Source: an optimization exercise on an open RTL-to-GDS flow (aim: small area). Production flows keep margins and buffers that such runs may drop.
In this exercise RTL edits were held to simulation tests only and were not proved equivalent to the original.

===== flow/design.v =====
package adc_proc_pkg;
   function automatic int log2(input int v);
      log2 = 0;
      for (int i = 0; i < 31; i++) begin
         if ((1 << i) < v) log2 = i + 1;
      end
   endfunction
   function automatic int ptr_w(input int n);
      ptr_w = (n > 1) ? log2(n) : 1;
   endfunction
endpackage
module rr_arbiter
#(
   parameter int N = 3
) (
   input  logic         clk,
   input  logic         reset,
   input  logic [N-1:0] req,
   output logic [N-1:0] grant
);
   logic [N-1:0] start_q;    
   logic         found;
   always_comb begin
      grant = '0;
      found = 1'b0;
      for (int k = 0; k < N; k++) begin
         for (int c = 0; c < N; c++) begin
            if (!found && req[c] && start_q[(c - k + N) % N]) begin
               found    = 1'b1;
               grant[c] = 1'b1;
            end
         end
      end
   end
   always_ff @(posedge clk) begin
      if (reset)     start_q <= N'(1);
      else if (|req) start_q <= {grant[N-2:0], grant[N-1]};
   end
endmodule
module multi_adc_processing
#(
   parameter int          N_CH           = 3,
   parameter int          DATA_W         = 16,
   parameter int          DEPTH          = 16,
   parameter int unsigned SCALING_FACTOR = 310866,
   parameter int          SCALE_W        = 20,
   parameter int          SHIFT_FACTOR   = 19,
   parameter int unsigned OFFSET         = 0
) (
   input  logic                   clk,
   input  logic                   reset,
   input  logic [N_CH-1:0]        sample_valid,
   input  logic [N_CH*DATA_W-1:0] sample_data,
   input  logic                   clear_overrun,
   output logic [N_CH*DATA_W-1:0] ave_data,
   output logic [N_CH*DATA_W-1:0] scaled_data,
   output logic [N_CH-1:0]        update_valid,
   output logic [N_CH-1:0]        primed,
   output logic [N_CH-1:0]        overrun
);
   localparam int LOG_D  = adc_proc_pkg::log2(DEPTH);
   localparam int SUM_W  = DATA_W + LOG_D;
   localparam int PROD_W = DATA_W + SCALE_W;
   localparam int CNT_W  = adc_proc_pkg::ptr_w(DEPTH);
   localparam logic [SCALE_W-1:0] SCALE   = SCALE_W'(SCALING_FACTOR);
   localparam logic [PROD_W-1:0]  OFS     = PROD_W'(OFFSET);
   localparam logic [PROD_W-1:0]  SAT_MAX = PROD_W'({DATA_W{1'b1}});
   logic [DATA_W-1:0] hold_q   [N_CH];
   logic [DATA_W-1:0] win_q    [N_CH][DEPTH];
   logic [SUM_W-1:0]  sum_q    [N_CH];
   logic [CNT_W-1:0]  cnt_q    [N_CH];
   logic [DATA_W-1:0] scaled_q [N_CH];
   logic [N_CH-1:0]   pending_q, overrun_q, primed_q, upd_q;
   logic [N_CH-1:0]   grant;
   logic [N_CH-1:0]   t1_q, t2_q, t3_q;
   logic [DATA_W-1:0] d1_q, d2_q, d3_q;
   logic              f2_q, f3_q;
   logic [DATA_W-1:0] hold_sel, old_sel, ave_new, scaled_new;
   logic [SUM_W-1:0]  sum_sel, sum_new;
   logic [PROD_W-1:0] prod, sh, sh_ofs;
   rr_arbiter #(.N(N_CH)) u_arb (
      .clk   (clk),
      .reset (reset),
      .req   (pending_q),
      .grant (grant)
   );
   always_comb begin
      hold_sel = '0;
      sum_sel  = '0;
      old_sel  = '0;
      for (int i = 0; i < N_CH; i++) begin
         if (grant[i]) hold_sel = hold_sel | hold_q[i];
         if (t3_q[i])  sum_sel  = sum_sel  | sum_q[i];
         if (t3_q[i])  old_sel  = old_sel  | win_q[i][DEPTH-1];
      end
      sum_new    = sum_sel - (f3_q ? SUM_W'(old_sel) : '0) + SUM_W'(d3_q);
      ave_new    = DATA_W'(sum_new >> LOG_D);
      prod       = (PROD_W'(ave_new) << 18) + (PROD_W'(ave_new) << 16) - (PROD_W'(ave_new) << 14)
                 - (PROD_W'(ave_new) << 9) + (PROD_W'(ave_new) << 6) + (PROD_W'(ave_new) << 4)
                 + (PROD_W'(ave_new) << 1);
      sh         = prod >> SHIFT_FACTOR;
      sh_ofs     = (sh < OFS) ? '0 : sh - OFS;
      scaled_new = (sh_ofs > SAT_MAX) ? {DATA_W{1'b1}} : DATA_W'(sh_ofs);
   end
   always_ff @(posedge clk) begin
      d1_q <= hold_sel;
      d2_q <= d1_q;
      d3_q <= d2_q;
      f2_q <= |(t1_q & primed_q);
      f3_q <= f2_q;
      for (int i = 0; i < N_CH; i++) begin
         if (sample_valid[i]) hold_q[i] <= sample_data[i*DATA_W +: DATA_W];
         if (t3_q[i]) begin
            win_q[i][0] <= d3_q;
            for (int j = 1; j < DEPTH; j++) win_q[i][j] <= win_q[i][j-1];
         end
      end
   end
   always_ff @(posedge clk) begin
      if (reset) begin
         pending_q <= '0;
         overrun_q <= '0;
         primed_q  <= '0;
         upd_q     <= '0;
         t1_q      <= '0;
         t2_q      <= '0;
         t3_q      <= '0;
         for (int i = 0; i < N_CH; i++) begin
            sum_q[i]    <= '0;
            cnt_q[i]    <= '0;
            scaled_q[i] <= '0;
         end
      end else begin
         pending_q <= (pending_q & ~grant) | sample_valid;
         overrun_q <= (clear_overrun ? '0 : overrun_q) | (sample_valid & pending_q & ~grant);
         t1_q      <= grant;
         t2_q      <= t1_q;
         t3_q      <= t2_q;
         upd_q     <= t3_q;
         for (int i = 0; i < N_CH; i++) begin
            if (t1_q[i]) begin
               cnt_q[i] <= cnt_q[i] + CNT_W'(1);
               if (cnt_q[i] == CNT_W'(DEPTH - 1)) primed_q[i] <= 1'b1;
            end
            if (t3_q[i]) begin
               sum_q[i]    <= sum_new;
               scaled_q[i] <= scaled_new;
            end
         end
      end
   end
   always_comb begin
      for (int i = 0; i < N_CH; i++) begin
         ave_data[i*DATA_W +: DATA_W]    = DATA_W'(sum_q[i] >> LOG_D);
         scaled_data[i*DATA_W +: DATA_W] = scaled_q[i];
      end
      update_valid = upd_q;
      primed       = primed_q;
      overrun      = overrun_q;
   end
endmodule

===== flow/run.sh =====
#!/bin/bash
# synth_recipe.tcl (not shown) runs the flow's synth.tcl, then flattens the netlist and writes it again
# the make line also repeats each setting of config.mk as NAME=value (left out here)
make -C /OpenROAD-flow-scripts/flow DESIGN_CONFIG=/design/flow/config.mk WORK_HOME=/design/flow/orfs CLKGATE_MAP_FILE= SYNTH_SCRIPT=/design/flow/synth_recipe.tcl finish

===== flow/config.mk =====
export PLATFORM = sky130hd
export DESIGN_NAME = multi_adc_processing
export DESIGN_NICKNAME = multi_adc_processing
export VERILOG_FILES = /design/flow/design.v
export SDC_FILE = /design/flow/constraint.sdc
export NUM_CORES = 4
export LEC_CHECK = 0
export CAP_MARGIN = 20
export CORE_MARGIN = 2
export CORE_UTILIZATION = 45
export PLACE_DENSITY = 0.6
export SLEW_MARGIN = 20

===== flow/constraint.sdc =====
create_clock -name core_clock -period 10.0 [get_ports {clk}]
set_input_delay 2.0000 -clock core_clock [delete_from_list [all_inputs] [get_ports {clk}]]
set_output_delay 2.0000 -clock core_clock [all_outputs]
set_load 0.01 [all_outputs]

==> summary.md, run 1 <==
| Metric | Value |
|---|---|
| Ys Warns | 7 |
| Part of the Yosys area used for sequential elements | 0.7728 |
| Post-synth EDFFs | 816 |
| Hold WC Path Type | reg2reg |
| Routability cong. | 0.8861 |
| Cell area after synthesis | 0.03673 sq mm |
| Critical Path RT | 10.54 ns |
| CTS buffer count | 99 |
| Commonest non-fill, non-tap cell in the layout | edfxtp_1 |
| Worst setup SP type | flip-flop |
| DIE HEIGHT | 289.7 um |
| Worst Path Max Fanout | 74 |
| Clk slew on worst S/H paths | 0.06 ns |
| Core area | 0.08068 sq mm |
| Post-CTS Setup Inserts | 0 |
| Synthesis-to-layout area growth | 16.26% |
| Final Setup Violations | 0 |
| Rows | 104 |
| Post-route ant nets | 0 |
| Register area | 0.02840 sq mm |
| Final hold violations | 0 |
| Main synth FF type | edfxtp_1 |
| First-pass DRT Iterations | 7 |
| Largest net degree at the start of global routing | 92 |
| Nets | 2554 |
| Port-buffer cells | 158 |
| Die W | 289.7 um |
| Wire per inst | 18.76 um |
| Period utilization | 0.9159 |
| Most frequent cells in the layout | edfxtp_1, dfxtp_1, inv_1 |
| Fmax | 109.2 MHz |
| Async SR Flop Fraction | 0 |
| RSZ-0062 raised after global routing | no |
| First-pass GRT wire length | 102600 um |
| R2r setup slk | 0.84 ns |
| Setup ws final | 0.8409 ns |
| Die footprint | 0.08393 sq mm |
| Synth cell types | 70 |
| Dpl hpwl | 42620 um |
| CTS Buffer Depth | 3 |
| Vias | 17.78k |
| Cell family with most CP delay | adder cells |
| Setup crit end kind | flip-flop |
| Buf/Inv on CP | 6 |
| Ports | 159 |
| Multi-input gate area | 0.007054 sq mm |
| Least-Margin Pin Slew | 1.024 ns |
| Setup_tns | 0 ns |
| DR iter-0 viols | 1403 |
| Crit Path Class | reg2reg |
| Post-route cell area | 0.04271 sq mm |
| Final Skew | 0.02728 ns |
| Slew Limit Fails | 0 |
| Gr ovfl total | 0 |
| Placed Cells incl. Taps | 3307 |
| Detailed Route WL | 65590 um |
| Clock latency (worst-skew pair) | 0.65 ns |
| Critical Path AT | 9.69 ns |
| Initial core utilization | 0.4553 |
| Post-Place Setup Slack | 0.9545 ns |
| Min cycle time layout | 9.159 ns |
| Synth Instances | 2165 |
| Crit path largest cell delay | 0.95 ns |
| Synthesized flop and latch total | 1010 |
| Hold buffers post-CTS | 0 |
| Layout cell share with drive strength beyond 1 | 0.09035 |
| Status | finished clean |
| Clk root buf | clkbuf_16 |
| Post-place instance area | 0.03931 sq mm |
| CTS resizes | 0 |
| Gr usage total | 0.1573 |
| Fill cell count | 6505 |
| Max stage delay cell, worst path | dfxtp_4 |
| Syn_nets | 2371 |
| Mean Syn Cell Area | 16.97 sq um |
| Initial antenna violation count | 0 |
| # DRC | 0 |
| Rel. slew slack | 0.3137 |
| CTS sink count | 1010 |
| Hold WS | 0.3227 ns |
| CTS tree | done |
| Max Cap Viol | 0 |
| Non-Filler Instances | 3496 |
| Number of global-route vias before repair | 18.06k |
| Vias/cell | 5.087 |
| H-tree depth | 3 |
-- cells in the mapped netlist (all sizes together) (2+ instances only) --
cell / count / area share
o21ai: 26 / 0.0035
and2: 5 / 0.00085
clkbuf: 55 / 0.0056
a222oi: 53 / 0.014
edfxtp: 816 / 0.67
a221oi: 4 / 0.0016
a311oi: 12 / 0.0029
nand3: 9 / 0.0012
and3: 7 / 0.0012
nand4: 9 / 0.0015
nor2b: 26 / 0.0044
nand3b: 2 / 0.00041
o21a: 8 / 0.0016
a2111oi: 3 / 0.0012
and4: 3 / 0.00072
nand2: 53 / 0.0054
buf: 56 / 0.011
xnor2: 33 / 0.0081
a32oi: 2 / 0.00048
a21o: 23 / 0.0047
a221o: 5 / 0.0014
o22ai: 4 / 0.00068
o2111ai: 3 / 0.00072
a211oi: 45 / 0.0096
nand2b: 10 / 0.0017
nor4: 6 / 0.0010
inv: 181 / 0.018
a21oi: 49 / 0.0067
dfxtp: 194 / 0.11
a31oi: 3 / 0.00051
o211ai: 3 / 0.00061
nor3b: 4 / 0.00082
ha: 95 / 0.032
nor3: 8 / 0.0014
a41oi: 4 / 0.00095
nor2: 164 / 0.017
fa: 57 / 0.031
o21bai: 18 / 0.0037
mux2i: 58 / 0.016
xor2: 25 / 0.0060
a21boi: 2 / 0.00041
or2: 2 / 0.00034
o31ai: 4 / 0.00082
o41ai: 2 / 0.00048
-- layout make-up --
type,count,area share
antenna,1,0.00005860
clock buffer,128,0.06396
clock inverter,60,0.01544
inverter,181,0.01591
multi-input combinational,863,0.1652
sequential,1010,0.6650
tap,1060,0.03106
timing repair buffer,193,0.04342
-- sequential cells by signal, indices dropped and copies added, names as in the netlist --
name,flops
t2_q,3
upd_q,3
d3_q,16
primed_q,3
pending_q,3
d2_q,16
t1_q,3
hold_q,48
t3_q,3
cnt_q,12
sum_q,60
d1_q,16
u_arb.start_q,3
f2_q,1
f3_q,1
overrun_q,3
win_q,768
scaled_q,48
-- final timing paths --
kind / from / end / cells past startpoint
min reg2reg: d1_q[15]$_DFF_P_ / d2_q[15]$_DFF_P_ / 0
min: d1_q[15]$_DFF_P_ / d2_q[15]$_DFF_P_ / 0
max reg2reg: t3_q[0]$_SDFF_PP0_ / scaled_q[2][7]$_SDFFE_PP0P_ / 29
max: t3_q[0]$_SDFF_PP0_ / scaled_q[2][7]$_SDFFE_PP0P_ / 29
-- cells by family after synthesis --
kind of cell | Yosys count | share of synthesized area
simple gates | 315 | 0.03948
flops | 1010 | 0.7728
compound gates | 280 | 0.05913
xor+xnor | 58 | 0.01403
fa+ha+maj | 152 | 0.06342
buf+inv | 292 | 0.03525
mux | 58 | 0.01591
-- layer usage --
| layer | up-vias | wire length (um) | track usage | share of wire |
|---|---|---|---|---|
| met3 | 93 | 3065 | 0.02810 | 0.047 |
| met5 | - | 0 | 0 | 0 |
| met2 | 416 | 30110 | 0.2405 | 0.46 |
| met1 | 8911 | 30950 | 0.2291 | 0.47 |
| li1 | 8364 | - | - | - |
| met4 | 0 | 1467 | 0.05282 | 0.022 |
-- metrics by stage --
step | utilization
3_5_place_dp | 0.4873
4_1_cts | 0.5293
6_report | 0.5293
3_3_place_gp | 0.4873
5_1_grt | 0.5293
2_1_floorplan | -
==> run 2, diff against run 1 <==
--- a/flow/config.mk
+++ b/flow/config.mk
@@ -9,4 +9,4 @@
 export CORE_MARGIN = 2
-export CORE_UTILIZATION = 45
-export PLACE_DENSITY = 0.6
+export CORE_UTILIZATION = 70
+export PLACE_DENSITY = 0.8
 export SLEW_MARGIN = 20
==> run 2 against run 1 <==
Effect of this change: global-route usage is 19 points higher; non-clock buffer count grew 3; highest routed layer is now met5.
==> summary.md, run 2 <==
| Metric | Value |
|---|---|
| Vias/cell | 6.540 |
| Hold WS | 0.3284 ns |
| Dpl hpwl | 48590 um |
| Clk root buf | clkbuf_16 |
| Synth Instances | 2165 |
| CTS tree | done |
| Initial antenna violation count | 2 |
| Post-synth EDFFs | 816 |
| First-pass DRT Iterations | 9 |
| CTS Buffer Depth | 3 |
| Synthesized flop and latch total | 1010 |
| Main synth FF type | edfxtp_1 |
| Critical Path RT | 10.60 ns |
| Crit path largest cell delay | 0.76 ns |
| XOR/XNOR share of the synthesized area | 0.01403 |
| Antenna diodes | 0 |
| Rel. slew slack | 0.2741 |
| Mean Syn Cell Area | 16.97 sq um |
| Synth cell types | 70 |
| Setup_tns | 0 ns |
| Core area | 0.05161 sq mm |
| Max reg flops | 768 |
| Period utilization | 0.9794 |
| Port-buffer cells | 158 |
| Final Skew | 0.05991 ns |
| Hold path cells | 0 |
| Syn_nets | 2371 |
| Part of the Yosys area used for sequential elements | 0.7728 |
| DIE HEIGHT | 233.1 um |
| Ranking of synthesized cells by area | edfxtp_1, dfxtp_1, ha_1 |
| DR iter-0 viols | 2795 |
| Slew Limit Fails | 0 |
| Vias | 20.31k |
| Synthesis-to-layout area growth | 14.26% |
| Rows | 83 |
| Clk slew on worst S/H paths | 0.08 ns |
| Most frequent cells in the layout | edfxtp_1, dfxtp_1, inv_1 |
| Final Setup Violations | 0 |
| Placed Cells incl. Taps | 2930 |
| Ports | 159 |
| Largest net degree at the start of global routing | 115 |
| Top reg by flops | win_q |
| Synth top cells by count | edfxtp_1, dfxtp_1, inv_1, nor2_1, ha_1 |
| Least-Margin Pin Slew | 1.085 ns |
| Most frequent cell after synthesis | edfxtp_1 |
| Gr ovfl total | 0 |
| Clock latency (worst-skew pair) | 0.68 ns |
| Number of global-route vias before repair | 20.67k |
| CP dominant cell by count | a21o_1 |
| Largest family of logic cells by synthesized area | adder cells |
| H-tree depth | 3 |
| Crit Path Class | reg2reg |
| Largest regs | win_q (768), sum_q (60) |
| R2r setup slk | 0.21 ns |
| Worst setup SP type | flip-flop |
| # DRC | 0 |
| Reg2Reg Capture Point | scaled_q[0][15]$_SDFFE_PP0P_ |
| Critical Path AT | 10.39 ns |
| Commonest non-fill, non-tap cell in the layout | edfxtp_1 |
| Die footprint | 0.05433 sq mm |
| RSZ-0062 raised after global routing | no |
| Min cycle time layout | 9.794 ns |
| First-pass GRT wire length | 136000 um |
| Ys Warns | 7 |
| Crit. Startpoint | t3_q[0]$_SDFF_PP0_ |
| Routability cong. | 0.8836 |
| CP Capture Point | scaled_q[0][15]$_SDFFE_PP0P_ |
| Async SR Flop Fraction | 0 |
| Synth area leader | edfxtp_1 |
| Max stage delay cell, worst path | a222oi_1 |
| Adder-cell share of the synthesized area | 0.06342 |
| CTS sink count | 1010 |
| Hold WC Path Type | reg2reg |
| Non-Filler Instances | 3105 |
| Initial core utilization | 0.7117 |
| Status | finished clean |
| Post-CTS Setup Inserts | 0 |
| Fmax | 102.1 MHz |
| Die W | 233.1 um |
| Post-Synth Simple-Gate Area | 0.03948 |
| Gr usage total | 0.3507 |
| Final hold violations | 0 |
| Post-route ant nets | 0 |
| Synth top area share | 0.6671 |
| FF-to-FF Start | t3_q[0]$_SDFF_PP0_ |
| Synth Area in Compound Gates | 0.05913 |
| Layout cell share with drive strength beyond 1 | 0.08330 |
| Proportion of synthesized area in mux cells | 0.01591 |
| Final Util | 0.8132 |
| Cell area after synthesis | 0.03673 sq mm |
| Max Cap Viol | 0 |
| CTS buffer count | 93 |
| Nets | 2551 |
| Worst Path Max Fanout | 62 |
| Detailed Route WL | 92690 um |
| Setup crit end kind | flip-flop |
| Wire per inst | 29.85 um |
| R2R depth | 29 |
==> run 2: changes by cell type in the layout (fill, tap and decap cells not counted), sizes merged, moves of 3 or more <==
cell    delta
clkbuf    -13
clkinv     +8
inv        -4
buf        +3
bufinv     -3
==> run 2: worst min path at each step <==
stage	endpoint	startpoint	slack, ns
2_1_floorplan	d2_q[0]$_DFF_P_	d1_q[0]$_DFF_P_	0.31
3_3_place_gp	d2_q[15]$_DFF_P_	d1_q[15]$_DFF_P_	0.31
3_5_place_dp	d2_q[13]$_DFF_P_	d1_q[13]$_DFF_P_	0.31
4_1_cts	d2_q[9]$_DFF_P_	d1_q[9]$_DFF_P_	0.32
5_1_grt	d2_q[9]$_DFF_P_	d1_q[9]$_DFF_P_	0.33
6_report	d2_q[9]$_DFF_P_	d1_q[9]$_DFF_P_	0.33
==> run 2: through the flow <==
stage,instance area [sq um],setup slack (ns)
CTS,41960,0.5672
finish,41970,0.2055
detailed placement,38850,1.280
global route,41970,0.02414
floorplan,36750,0.06266
global placement,38840,1.071
==> run 2: area by class of cell <==
| type | count | area [sq um] |
|---|---|---|
| sequential | 1010 | 28400 |
| fill | 2322 | 9642 |
| multi-input combinational | 863 | 7069 |
| clock buffer | 115 | 2460 |
| timing repair buffer | 196 | 1872 |
| tap | 680 | 850.8 |
| inverter | 181 | 679.4 |
| clock inverter | 60 | 641.9 |
==> run 2: kinds of logic (layout without fill, tap and decap cells) <==
group | Yosys count | in the layout
compound gates | 280 | 280
xor+xnor | 58 | 58
fa+ha+maj | 152 | 152
buf+inv | 292 | 552
flops | 1010 | 1010
mux | 58 | 58
simple gates | 315 | 315
==> run 2: layer usage <==
| layer | GRT usage | wire length, um | up-vias |
|---|---|---|---|
| li1 | - | - | 8331 |
| met1 | 0.4256 | 31680 | 9896 |
| met2 | 0.5812 | 45740 | 1642 |
| met3 | 0.08435 | 9012 | 436 |
| met4 | 0.1994 | 6242 | 2 |
| met5 | 0 | 18 | - |
==> run 2: timing repair <==
| item | CTS | global route |
|---|---|---|
| endpoints found under the setup margin | 0 | 45 |
| hold buffers | 0 | 0 |
| resized for setup | 0 | 1 |
==> run 2: critical path, delay by kind of cell, from the launching register on <==
kind / cells / cell delay, ns
AND/OR/NAND/NOR: 5 / 1.50
adder cells (fa/ha/maj): 6 / 2.72
flip-flops: 1 / 0.60
AO/OA/AOI/OAI: 12 / 3.56
XOR/XNOR: 2 / 0.73
buffers and inverters: 4 / 0.54
==> run 3, diff against run 2 <==
--- a/flow/design.v
+++ b/flow/design.v
@@ -64,5 +64,6 @@
    localparam int CNT_W  = adc_proc_pkg::ptr_w(DEPTH);
-   localparam logic [SCALE_W-1:0] SCALE   = SCALE_W'(SCALING_FACTOR);
-   localparam logic [PROD_W-1:0]  OFS     = PROD_W'(OFFSET);
-   localparam logic [PROD_W-1:0]  SAT_MAX = PROD_W'({DATA_W{1'b1}});
+   localparam logic [PROD_W-1:0] OFS     = PROD_W'(OFFSET);
+   localparam logic [PROD_W-1:0] SAT_MAX = PROD_W'({DATA_W{1'b1}});
+   localparam int MW = 34;
+   localparam logic [MW-1:0] NEG_C = 34'h3_df00_2100;
    logic [DATA_W-1:0] hold_q   [N_CH];
@@ -75,7 +76,32 @@
    logic [N_CH-1:0]   t1_q, t2_q, t3_q;
-   logic [DATA_W-1:0] d1_q, d2_q, d3_q;
-   logic              f2_q, f3_q;
-   logic [DATA_W-1:0] hold_sel, old_sel, ave_new, scaled_new;
-   logic [SUM_W-1:0]  sum_sel, sum_new;
+   logic [DATA_W-1:0] d1_q, d2_q;
+   logic              f2_q;
+   logic [SUM_W-1:0]  s3_q;
+   logic [DATA_W-1:0] hold_sel, old_sel, ave3, nave, scaled_new;
+   logic [SUM_W-1:0]  sum_sel, sum_new, old_n, d_ext, ss, sc;
    logic [PROD_W-1:0] prod, sh, sh_ofs;
+   logic [MW-1:0]     p34, r0, r1, r2, r3, r4, r5, r6;
+   logic [MW-1:0]     s1, c1, s2, c2, s3, c3, s4, c4, s5, c5, s6, c6;
+   function automatic logic [2*MW-1:0] csa(input logic [MW-1:0] a, input logic [MW-1:0] b,
+                                           input logic [MW-1:0] c);
+      csa = {a ^ b ^ c, MW'(((a & b) | (a & c) | (b & c)) << 1)};
+   endfunction
+   function automatic logic [MW-1:0] rca(input logic [MW-1:0] a, input logic [MW-1:0] b,
+                                         input logic cin);
+      logic cy;
+      cy = cin;
+      for (int k = 0; k < MW; k++) begin
+         rca[k] = a[k] ^ b[k] ^ cy;
+         cy     = (a[k] & b[k]) | (a[k] & cy) | (b[k] & cy);
+      end
+   endfunction
+   function automatic logic [SUM_W-1:0] rca_s(input logic [SUM_W-1:0] a, input logic [SUM_W-1:0] b,
+                                              input logic cin);
+      logic cy;
+      cy = cin;
+      for (int k = 0; k < SUM_W; k++) begin
+         rca_s[k] = a[k] ^ b[k] ^ cy;
+         cy       = (a[k] & b[k]) | (a[k] & cy) | (b[k] & cy);
+      end
+   endfunction
    rr_arbiter #(.N(N_CH)) u_arb (
@@ -92,10 +118,28 @@
          if (grant[i]) hold_sel = hold_sel | hold_q[i];
-         if (t3_q[i])  sum_sel  = sum_sel  | sum_q[i];
-         if (t3_q[i])  old_sel  = old_sel  | win_q[i][DEPTH-1];
-      end
-      sum_new    = sum_sel - (f3_q ? SUM_W'(old_sel) : '0) + SUM_W'(d3_q);
-      ave_new    = DATA_W'(sum_new >> LOG_D);
-      prod       = (PROD_W'(ave_new) << 18) + (PROD_W'(ave_new) << 16) - (PROD_W'(ave_new) << 14)
-                 - (PROD_W'(ave_new) << 9) + (PROD_W'(ave_new) << 6) + (PROD_W'(ave_new) << 4)
-                 + (PROD_W'(ave_new) << 1);
+         if (t2_q[i])  sum_sel  = sum_sel  | sum_q[i];
+         if (t2_q[i])  old_sel  = old_sel  | win_q[i][DEPTH-1];
+      end
+      if (|(t2_q & t3_q)) sum_sel = s3_q;
+      old_n   = ~(f2_q ? SUM_W'(old_sel) : '0);
+      d_ext   = SUM_W'(d2_q);
+      ss      = sum_sel ^ old_n ^ d_ext;
+      sc      = SUM_W'(((sum_sel & old_n) | (sum_sel & d_ext) | (old_n & d_ext)) << 1);
+      sum_new = rca_s(ss, sc, 1'b1);
+      ave3 = DATA_W'(s3_q >> LOG_D);
+      nave = ~ave3;
+      r0 = MW'(ave3) << 17;
+      r1 = MW'(ave3) << 15;
+      r2 = MW'(nave) << 13;
+      r3 = MW'(nave) << 8;
+      r4 = MW'(ave3) << 5;
+      r5 = MW'(ave3) << 3;
+      r6 = MW'(ave3);
+      {s1, c1} = csa(r0, r1, r2);
+      {s2, c2} = csa(r3, r4, r5);
+      {s3, c3} = csa(s1, c1, s2);
+      {s4, c4} = csa(c2, r6, NEG_C);
+      {s5, c5} = csa(s3, c3, s4);
+      {s6, c6} = csa(s5, c5, c4);
+      p34        = rca(s6, c6, 1'b0);
+      prod       = PROD_W'(p34) << 1;
       sh         = prod >> SHIFT_FACTOR;
@@ -107,9 +151,8 @@
       d2_q <= d1_q;
-      d3_q <= d2_q;
       f2_q <= |(t1_q & primed_q);
-      f3_q <= f2_q;
+      s3_q <= sum_new;
       for (int i = 0; i < N_CH; i++) begin
          if (sample_valid[i]) hold_q[i] <= sample_data[i*DATA_W +: DATA_W];
-         if (t3_q[i]) begin
-            win_q[i][0] <= d3_q;
+         if (t2_q[i]) begin
+            win_q[i][0] <= d2_q;
             for (int j = 1; j < DEPTH; j++) win_q[i][j] <= win_q[i][j-1];
@@ -145,3 +188,3 @@
             if (t3_q[i]) begin
-               sum_q[i]    <= sum_new;
+               sum_q[i]    <= s3_q;
                scaled_q[i] <= scaled_new;
--- a/flow/config.mk
+++ b/flow/config.mk
@@ -9,4 +9,5 @@
 export CORE_MARGIN = 2
-export CORE_UTILIZATION = 70
-export PLACE_DENSITY = 0.8
+export CORE_UTILIZATION = 45
+export CTS_BUF_LIST = sky130_fd_sc_hd__clkbuf_4
+export PLACE_DENSITY = 0.6
 export SLEW_MARGIN = 20
==> run 3 against run 2 <==
Effect of this change: via count fell by 17%; synthesized cell count fell by 11%; sequential share of layout area rose by 0.39 points; final cell count rose by 15%; non-clock buffer count rose by 34; setup slack improved by 0.19 ns; first-iteration DRC count fell by 51%; hold slack got worse by 0.024 ns; utilization fell by 28 points; maximum frequency rose by 2.0%; register-to-register slack improved by 0.19 ns.
==> summary.md, run 3 <==
| Metric | Value |
|---|---|
| Final Setup Violations | 0 |
| Routability cong. | 0.8122 |
| Port-buffer cells | 158 |
| Clk root buf | clkbuf_4 |
| Die W | 285.3 um |
| Async SR Flop Fraction | 0 |
| Worst setup SP type | flip-flop |
| Gr usage total | 0.1566 |
| Detailed Route WL | 62610 um |
| Wire per inst | 17.61 um |
| Critical Path RT | 10.85 ns |
| Most frequent cell after synthesis | edfxtp_1 |
| Synthesized flop and latch total | 1013 |
| Initial antenna violation count | 2 |
| CTS sink count | 1013 |
| Dpl hpwl | 39500 um |
| FF-to-FF Start | s3_q[14]$_DFF_P_ |
| Vias/cell | 4.763 |
| Part of the Yosys area used for sequential elements | 0.7990 |
| H-tree depth | 5 |
| Synthesis-to-layout area growth | 17.50% |
| Post-route cell area | 0.04184 sq mm |
| Nets | 2563 |
| Slew Limit Fails | 0 |
| Min cycle time layout | 9.606 ns |
| Syn_nets | 2161 |
| Placed Cells incl. Taps | 3105 |
| Die footprint | 0.08139 sq mm |
| Layout cell share with drive strength beyond 1 | 0.2172 |
| Largest net degree at the start of global routing | 140 |
| Fill cell count | 6378 |
| Number of global-route vias before repair | 17.77k |
| Non-Filler Instances | 3556 |
| Mean Syn Cell Area | 18.43 sq um |
| Setup crit end kind | flip-flop |
| Period utilization | 0.9606 |
| Post-Place Setup Slack | -0.5616 ns |
| Status | finished clean |
| Core area | 0.07861 sq mm |
| Main synth FF type | edfxtp_1 |
| R2r setup slk | 0.39 ns |
| Critical Path AT | 10.46 ns |
| Final Skew | 0.1042 ns |
| Worst Path Max Fanout | 3 |
| Max reg flops | 768 |
| Rows | 103 |
| Ys Warns | 7 |
| CP Capture Point | scaled_q[0][15]$_SDFFE_PP0P_ |
| Post-CTS Setup Inserts | 0 |
| Rel. slew slack | 0.2704 |
| Gr ovfl total | 0 |
| Crit. Startpoint | s3_q[14]$_DFF_P_ |
| CTS buffer count | 277 |
| Fmax | 104.1 MHz |
| Post-synth EDFFs | 816 |
| Post-place instance area | 0.03855 sq mm |
| Top reg by flops | win_q |
| CTS tree | done |
| Setup ws final | 0.3936 ns |
| Synth cell types | 43 |
| Vias | 16.94k |
| R2R depth | 30 |
| Ranking of synthesized cells by area | edfxtp_1, dfxtp_1, fa_1 |
| Hold buffers post-CTS | 0 |
| Hold path cells | 0 |
| Hold WC Path Type | reg2reg |
| Reg2Reg Capture Point | scaled_q[0][15]$_SDFFE_PP0P_ |
| Max Cap Viol | 0 |
| Post-route ant nets | 0 |
| Final hold violations | 0 |
| DR iter-0 viols | 1363 |
| Least-Margin Pin Slew | 1.094 ns |
| First-pass GRT wire length | 97220 um |
| Synth top area share | 0.6882 |
| Clk slew on worst S/H paths | 0.06 ns |
| Synth top cells by count | edfxtp_1, dfxtp_1, inv_1, nor2_1, fa_1 |
| Crit path largest cell delay | 0.54 ns |
| RSZ-0062 raised after global routing | no |
| DIE HEIGHT | 285.3 um |
| Max stage delay cell, worst path | fa_1 |
| Most frequent cells in the layout | edfxtp_1, clkbuf_4, dfxtp_1 |
| First-pass DRT Iterations | 9 |
| Ports | 159 |
| CP dominant cell by count | fa_2 |
| Initial core utilization | 0.4529 |
| Synth area leader | edfxtp_1 |
| # DRC | 0 |
| Clock latency (worst-skew pair) | 1.06 ns |
| CTS Buffer Depth | 4 |
| Crit Path Class | reg2reg |
| Cell area after synthesis | 0.03560 sq mm |
| Synth Instances | 1932 |
| Largest regs | win_q (768), sum_q (60) |
| Commonest non-fill, non-tap cell in the layout | edfxtp_1 |
==> run 3: final cells by class <==
| cell class | instances | area [sq um] | share of cell area |
|---|---|---|---|
| clock inverters | 48 | 235.2 | 0.005623 |
| clock buffers | 402 | 3018 | 0.07214 |
| flip-flops and latches | 1013 | 28470 | 0.6806 |
| well taps | 1050 | 1314 | 0.03140 |
| inverters | 187 | 701.9 | 0.01678 |
| repair buffers | 230 | 2132 | 0.05096 |
| diodes | 1 | 2.502 | 0.00005982 |
| multi-input cells | 625 | 5961 | 0.1425 |
==> run 3: worst min path at each step <==
stage	end	start	slack (ns)
after global routing	d2_q[12]$_DFF_P_	d1_q[12]$_DFF_P_	0.32
after global placement	d2_q[1]$_DFF_P_	d1_q[1]$_DFF_P_	0.31
after floorplan	d2_q[0]$_DFF_P_	d1_q[0]$_DFF_P_	0.31
final	d2_q[5]$_DFF_P_	d1_q[5]$_DFF_P_	0.30
after CTS	d2_q[5]$_DFF_P_	d1_q[5]$_DFF_P_	0.30
after detailed placement	d2_q[1]$_DFF_P_	d1_q[1]$_DFF_P_	0.31
==> run 3: logic make-up after synthesis <==
| group | Yosys count | share of synthesized area |
|---|---|---|
| flip-flops | 1013 | 0.7990 |
| buffers and inverters | 294 | 0.03648 |
| AND/OR/NAND/NOR | 219 | 0.02608 |
| adder cells (fa/ha/maj) | 176 | 0.08244 |
| AO/OA/AOI/OAI | 152 | 0.03454 |
| multiplexers | 65 | 0.01827 |
| XOR/XNOR | 13 | 0.003198 |
==> run 3: metrics by stage <==
stage          hold slack (ns)  TNS [ns]    util
2_1_floorplan           0.3096  -0.02709       -
3_3_place_gp            0.3105    -1.497  0.4903
3_5_place_dp            0.3121    -2.506  0.4903
4_1_cts                 0.2967         0  0.5321
5_1_grt                 0.3197         0  0.5322
6_report                0.3041         0  0.5322
==> run 3: critical path, delay by kind of cell, from the launching register on <==
family	cells	cell delay (ns)
XOR/XNOR	2	0.40
buffers and inverters	4	0.19
AO/OA/AOI/OAI	5	0.89
adder cells (fa/ha/maj)	19	7.61
flip-flops	1	0.34
==> run 3: repair_timing <==
item / 4_1_cts / 5_1_grt
setup endpoints to repair: 6 / 3
pin swaps: 3 / 8
gates resized for setup: 10 / 1
==> run 3: per-layer routing <==
| layer | global-route usage | vias to the layer above | part of all wire |
|---|---|---|---|
| met5 | 0 | - | 0.00019 |
| met4 | 0.06440 | 2 | 0.021 |
| met3 | 0.05624 | 108 | 0.065 |
| met2 | 0.2353 | 509 | 0.46 |
| met1 | 0.2078 | 8341 | 0.45 |
| li1 | - | 7977 | - |
==> run 4, diff against run 3 <==
--- a/flow/config.mk
+++ b/flow/config.mk
@@ -10,3 +10,2 @@
 export CORE_UTILIZATION = 45
-export CTS_BUF_LIST = sky130_fd_sc_hd__clkbuf_4
 export PLACE_DENSITY = 0.6
==> run 4 against run 3 <==
Effect of this change: cell area barely moved; sequential share of layout area rose by 0.059 points; still clean on timing, DRC and antenna; register-to-register slack barely moved; setup slack improved by 0.0095 ns; critical path type unchanged.
==> summary.md, run 4 <==
| Metric | Value |
|---|---|
| Status | finished clean |
| Ports | 159 |
| Most frequent cell after synthesis | edfxtp_1 |
| Gr usage total | 0.1511 |
| Post-route ant nets | 0 |
| Ranking of synthesized cells by area | edfxtp_1, dfxtp_1, fa_1 |
| Worst hold endpoint | d2_q[7]$_DFF_P_ |
| Antenna diodes | 0 |
| Crit path largest cell delay | 0.55 ns |
| Max reg flops | 768 |
| Rel. slew slack | 0.2693 |
| Synth area leader | edfxtp_1 |
| DIE HEIGHT | 285.3 um |
| GR Util met2 | 0.2356 |
| Worst setup SP type | flip-flop |
| Synth top area share | 0.6882 |
| Routability cong. | 0.8122 |
| FF-to-FF Start | s3_q[14]$_DFF_P_ |
| Core area | 0.07861 sq mm |
| First-pass GRT wire length | 94340 um |
| Final Skew | 0.03009 ns |
| Min cycle time layout | 9.597 ns |
| Mean Syn Cell Area | 18.43 sq um |
| Fill cell count | 6234 |
| Async SR Flop Fraction | 0 |
| Least-Margin Pin Slew | 1.096 ns |
| Max stage delay cell, worst path | fa_1 |
| Main synth FF type | edfxtp_1 |
| RSZ-0062 raised after global routing | no |
| First-pass DRT Iterations | 8 |
| Top reg by flops | win_q |
| Initial core utilization | 0.4529 |
| Post-synth EDFFs | 816 |
| Detailed Route WL | 61370 um |
| Final Setup Violations | 0 |
| DR iter-0 viols | 1437 |
| Layer carrying the most global-route usage | met2 |
| Cell area after synthesis | 0.03560 sq mm |
| # DRC | 0 |
| CTS sink count | 1013 |
| Syn_nets | 2161 |
| Nets | 2385 |
| Synthesis-to-layout area growth | 17.40% |
| Die W | 285.3 um |
| Fmax | 104.2 MHz |
| Synth cell types | 43 |
| Slew Limit Fails | 0 |
| Layout cell share with drive strength beyond 1 | 0.1237 |
| Gr ovfl total | 0 |
| Vias/cell | 4.827 |
| Vias | 15.88k |
| Reg2Reg Capture Point | scaled_q[0][15]$_SDFFE_PP0P_ |
| R2r setup slk | 0.40 ns |
| Dpl hpwl | 39500 um |
| Most frequent cells in the layout | edfxtp_1, dfxtp_1, inv_1 |
| Largest regs | win_q (768), sum_q (60) |
| Critical Path AT | 10.07 ns |
| Largest net degree at the start of global routing | 140 |
| Port-buffer cells | 158 |
| Part of the Yosys area used for sequential elements | 0.7990 |
| Hold WC Path Type | reg2reg |
| Min-delay src | d1_q[7]$_DFF_P_ |
| Die footprint | 0.08139 sq mm |
| Period utilization | 0.9597 |
| Ys Warns | 7 |
| Synth top cells by count | edfxtp_1, dfxtp_1, inv_1, nor2_1, fa_1 |
| Hold WS | 0.3252 ns |
| CTS buffer count | 98 |
| Number of global-route vias before repair | 16.25k |
| Met1 track utilization from global routing | 0.2108 |
| Synth Instances | 1932 |
| Commonest non-fill, non-tap cell in the layout | edfxtp_1 |
| Synthesized flop and latch total | 1013 |
| Worst Path Max Fanout | 3 |
| R2R depth | 31 |
| Wire per inst | 18.66 um |
| Crit Path Class | reg2reg |
| Clock latency (worst-skew pair) | 0.65 ns |
| Critical Path RT | 10.47 ns |
| Setup crit end kind | flip-flop |
| CTS Buffer Depth | 3 |
| Clk slew on worst S/H paths | 0.06 ns |
| Initial antenna violation count | 1 |
| Hold path cells | 0 |
| Clk root buf | clkbuf_16 |
| CP dominant cell by count | fa_2 |
| Final Util | 0.5317 |
| H-tree depth | 3 |
| Met3 Resource Use GR | 0.03712 |
| Rows | 103 |
| Max Cap Viol | 0 |
| Final hold violations | 0 |
| CTS tree | done |
-- run 4: logic make-up after synthesis --
kind of cell             Yosys count  share of synthesized area
adder cells (fa/ha/maj)          176                    0.08244
AND/OR/NAND/NOR                  219                    0.02608
flip-flops                      1013                     0.7990
multiplexers                      65                    0.01827
XOR/XNOR                          13                   0.003198
buffers and inverters            294                    0.03648
AO/OA/AOI/OAI                    152                    0.03454
-- run 4: layer usage --
layer | vias up | wire, um
met1 | 7951 | 28150
met3 | 113 | 3215
li1 | 7441 | -
met2 | 370 | 28440
met4 | 2 | 1547
met5 | - | 12
-- run 4: worst max path at each step --
stage / cells after the start / end / startpoint / slack (ns)
2_1_floorplan: 25 / s3_q[18]$_DFF_P_ / t2_q[0]$_SDFF_PP0_ / -0.03
3_3_place_gp: 30 / scaled_q[1][15]$_SDFFE_PP0P_ / s3_q[14]$_DFF_P_ / -0.38
3_5_place_dp: 30 / scaled_q[0][15]$_SDFFE_PP0P_ / s3_q[14]$_DFF_P_ / -0.56
4_1_cts: 30 / scaled_q[0][15]$_SDFFE_PP0P_ / s3_q[14]$_DFF_P_ / 0.02
5_1_grt: 31 / scaled_q[0][15]$_SDFFE_PP0P_ / s3_q[14]$_DFF_P_ / 0.02
6_report: 31 / scaled_q[0][15]$_SDFFE_PP0P_ / s3_q[14]$_DFF_P_ / 0.40
-- run 4: final cells by class --
cell class | instances | area [sq um] | area share
sequential | 1013 | 28470 | 0.6811
clock buffer | 128 | 2648 | 0.06334
timing repair buffer | 231 | 2140 | 0.05119
inverter | 187 | 701.9 | 0.01679
multi-input combinational | 625 | 5967 | 0.1428
clock inverter | 55 | 558.0 | 0.01335
tap | 1050 | 1314 | 0.03143
-- run 4: critical path, delay by kind of cell, from the launching register on --
family                   cells  cell delay (ns)
AO/OA/AOI/OAI                5             0.76
XOR/XNOR                     2             0.40
adder cells (fa/ha/maj)     19             7.54
flip-flops                   1             0.34
buffers and inverters        5             0.34
-- run 4: what timing repair did --
action / 4_1_cts / 5_1_grt
pin swaps: 5 / 10
gates resized for setup: 10 / 2
gates cloned: 0 / 0
endpoints found under the setup margin: 6 / 3
buffers inserted: 1 / 0
hold buffers: 0 / 0
-- run 4: per-stage QoR --
step / setup TNS (ns) / instances / area, sq um / setup slack [ns]
after global placement: -1.497 / 3105 / 38540 / -0.3752
after global routing: 0 / 3289 / 41800 / 0.02046
final: 0 / 3289 / 41800 / 0.4031
after floorplan: -0.02709 / 1932 / 35700 / -0.02709
after detailed placement: -2.506 / 3105 / 38550 / -0.5616
after CTS: 0 / 3289 / 41790 / 0.02462

==> static timing again, ports no longer ideal <==
The results above use ideal ports. As a check the final layouts listed here were re-extracted and re-timed, cells and wires unchanged. Step 1 sets driving cells, clkbuf_16 on the clock port and buf_2 on the other inputs (assumed; they add their load-dependent delay and slew). Step 2 adds t to the input delays and takes it off the output delays; t is the mean of the earliest and latest rising clock arrival at the registers after step 1. Input paths then give back, and output paths get back, about the clock's delay inside the block. Slacks: ideal ports / drivers / drivers and shift; pairs: ideal ports / drivers.
run	shift t [ns]	slack for setup (ns)	clock arrival spread, ns	worst data-port slew with drivers (ns)
run 1	0.703	0.841 / 0.841 / 0.841	0.028 / 0.028	0.05
run 2	0.716	0.206 / 0.206 / 0.206	0.060 / 0.060	0.09
run 3	1.065	0.394 / 0.394 / 0.394	0.105 / 0.105	0.05
run 4	0.688	0.403 / 0.403 / 0.403	0.033 / 0.032	0.05
After both steps setup and hold are still met in every run listed.
